Source: an optimization exercise on an open RTL-to-GDS flow (aim: small area, a short achievable clock period and few clock cycles per item). Production flows keep margins and buffers that such runs may drop. At most, simulation tests tie the RTL to the original design; equivalence was not proved.

## the reference run
==> flow/design.v (excerpt) <==
module fp_mul_rr_sched #(
  parameter int NEXP  = 8,
  parameter int NSIG  = 23,
  parameter int NREQ  = 4,
  parameter int IDW   = $clog2(NREQ),
  parameter int NFLAG = 6
) (
  input  logic                           clk,
  input  logic                           rst_n,
  input  logic [NREQ-1:0]                req_valid,
  output logic [NREQ-1:0]                req_ready,
  input  logic [NREQ*(NEXP+NSIG+1)-1:0]  req_a,
  input  logic [NREQ*(NEXP+NSIG+1)-1:0]  req_b,
  input  logic [NREQ*3-1:0]              req_rnd,
  output logic                           rsp_valid,
  input  logic                           rsp_ready,
  output logic [NEXP+NSIG:0]             rsp_p,
  output logic [NFLAG-1:0]               rsp_flags,
  output logic [IDW-1:0]                 rsp_id,
  output logic                           busy
);
clock: 18.0 ns
lec_check: 0
cap_margin: 20
core_margin: 2
core_utilization: 60
slew_margin: 20
synth_hierarchical: 1
standard.sh (not shown) runs the stock make flow with config.mk's settings and CLKGATE_MAP_FILE= SYNTH_SCRIPT=/design/flow/synth_recipe.tcl, a recipe that flattens the netlist after the stock synthesis.
==> flow/flow/run.sh <==
#!/bin/bash
# Standard ORFS layout (the standard.sh), with plain buffers on the ports
# instead of the delay cells buffer_ports picks by default, and with timing
# repair asked to keep a setup margin, so that it works on the paths that set
# the achieved period rather than stopping once the 18 ns clock is met.
set -euo pipefail
export BUFFER_PORTS_ARGS="-buffer_cell sky130_fd_sc_hd__buf_1"
export SETUP_SLACK_MARGIN=10
bash standard.sh finish > standard_flow.log 2>&1
> inputs changed (the reference run -> the trial run)
diff --git a/flow/design.v b/flow/design.v
--- a/flow/design.v
+++ b/flow/design.v
@@ -50,37 +50,27 @@
     for (int j = 0; j < NREQ; j++) begin
       r[j]  = 1'b0;
       seenQ = 1'b0;
       for (int d = 1; d < NREQ; d++) begin
         seenQ = seenQ | q[(j - d + 1 + NREQ) % NREQ];
         r[j]  = r[j] | (p[(j - d + NREQ) % NREQ] & ~seenQ);
       end
     end
     between = r;
   endfunction
   assign go        = room || rsp_ready;
   assign take      = |(req_valid & s1Oh) && !(|(req_valid & s1Mask)) && go;
-  if (NREQ == 4) begin : gReady4
-    for (genvar i = 0; i < 4; i++) begin : gReq
-      localparam int J1 = (i + 1) % 4, J2 = (i + 2) % 4, J3 = (i + 3) % 4;
-      logic clr;
-      aoi222 uClr (.a1(req_valid[J1]), .a2(s1Mask[J1]), .b1(req_valid[J2]), .b2(s1Mask[J2]),
-                   .c1(req_valid[J3]), .c2(s1Mask[J3]), .y(clr));
-      and4m uRdy (.a(s1Oh[i]), .b(req_valid[i]), .c(clr), .d(go), .y(req_ready[i]));
-    end
-  end else begin : gReadyN
-    always_comb begin
-      for (int i = 0; i < NREQ; i++)
-        req_ready[i] = s1Oh[i] && req_valid[i] && !(|(req_valid & s1Mask)) && go;
-    end
+  always_comb begin
+    for (int i = 0; i < NREQ; i++)
+      req_ready[i] = s1Oh[i] && req_valid[i] && !(|(req_valid & s1Mask)) && go;
   end
   assign choiceOh  = rr_first(req_valid, ptrOh);
   assign nextOh = rr_first(req_valid & ~s1Oh, s1Oh);
   assign predOh   = take ? nextOh : choiceOh;
   assign ptrNext  = take ? s1Oh : ptrOh;
   assign predMask = between(ptrNext, predOh);
   always_comb begin
     predIdx = '0;
     for (int i = 0; i < NREQ; i++) if (predOh[i]) predIdx = IDW'(i);
   end
   always_ff @(posedge clk or negedge rst_n) begin
     if (!rst_n) begin
@@ -219,31 +209,24 @@
       rsp_id <= s2Id;
     end
   end
   logic allOnes, allZero, fracNz;
   always_comb begin
     allOnes = &rsp_p[30:23];
     allZero = ~(|rsp_p[30:23]);
     fracNz  = |rsp_p[22:0];
     rsp_flags = {~allOnes & ~allZero, allZero & fracNz, allZero & ~fracNz,
                  allOnes & ~fracNz, allOnes & fracNz, rSnan};
   end
 endmodule
-module aoi222 (input logic a1, input logic a2, input logic b1, input logic b2,
-               input logic c1, input logic c2, output logic y);
-  assign y = ~((a1 & a2) | (b1 & b2) | (c1 & c2));
-endmodule
-module and4m (input logic a, input logic b, input logic c, input logic d, output logic y);
-  assign y = a & b & c & d;
-endmodule
 module mul24 (
   input  logic [23:0] a,
   input  logic [23:0] b,
   output logic [47:0] p
 );
   logic one1;
   logic two2;
   logic neg3;
   logic oneN4;
   logic twoN5;
   logic pp6;
   logic pp7;
### Flow results
The trial run vs. the reference run: area growth from synthesis to layout was more or less identical, pin count of the biggest net entering global routing saw little to no change, cell count increased by 11 relative to the old numbers.
When the trial run is measured against the reference run, its worst hold margin turns out 0.0075 ns higher.
Diff the reference run..the trial run | standard cell core area | negligible
Between the trial run and the reference run, the difference in total vias in the final route is negligible.
Testbench counts of the trial run, summed over its fixed seeds: cycles 14,682, items 12,800.
The RTL of the reference run was laid out without a check of its function.

-- what the ideal ports hide --
No port has a modelled driver above. Below, the same layouts with a new extraction and two added sets of constraints.
Step 1: set_driving_cell puts a clkbuf_16 on clk and a buf_2 on each other input, an assumption about the parent block.
Step 2 also shifts input and output timing later by t, the mid clock arrival at the registers, as if the neighbouring blocks saw the same clock.
Slacks: ideal ports / drivers / drivers and shift; pairs: ideal ports / drivers.
run	shift t [ns]	setup slack, ns	slew at the worst register clock pin (ns)	cell pins on the clock port's net
the reference run	0.517	9.956 / 9.894 / 9.894	0.09 / 0.09	1
the trial run	0.523	10.021 / 9.980 / 9.980	0.09 / 0.09	1
After both steps every run listed still meets setup and hold. For the reference run, which loses most, drivers alone change the setup slack by -0.062 ns; drivers and shift together by -0.062 ns.
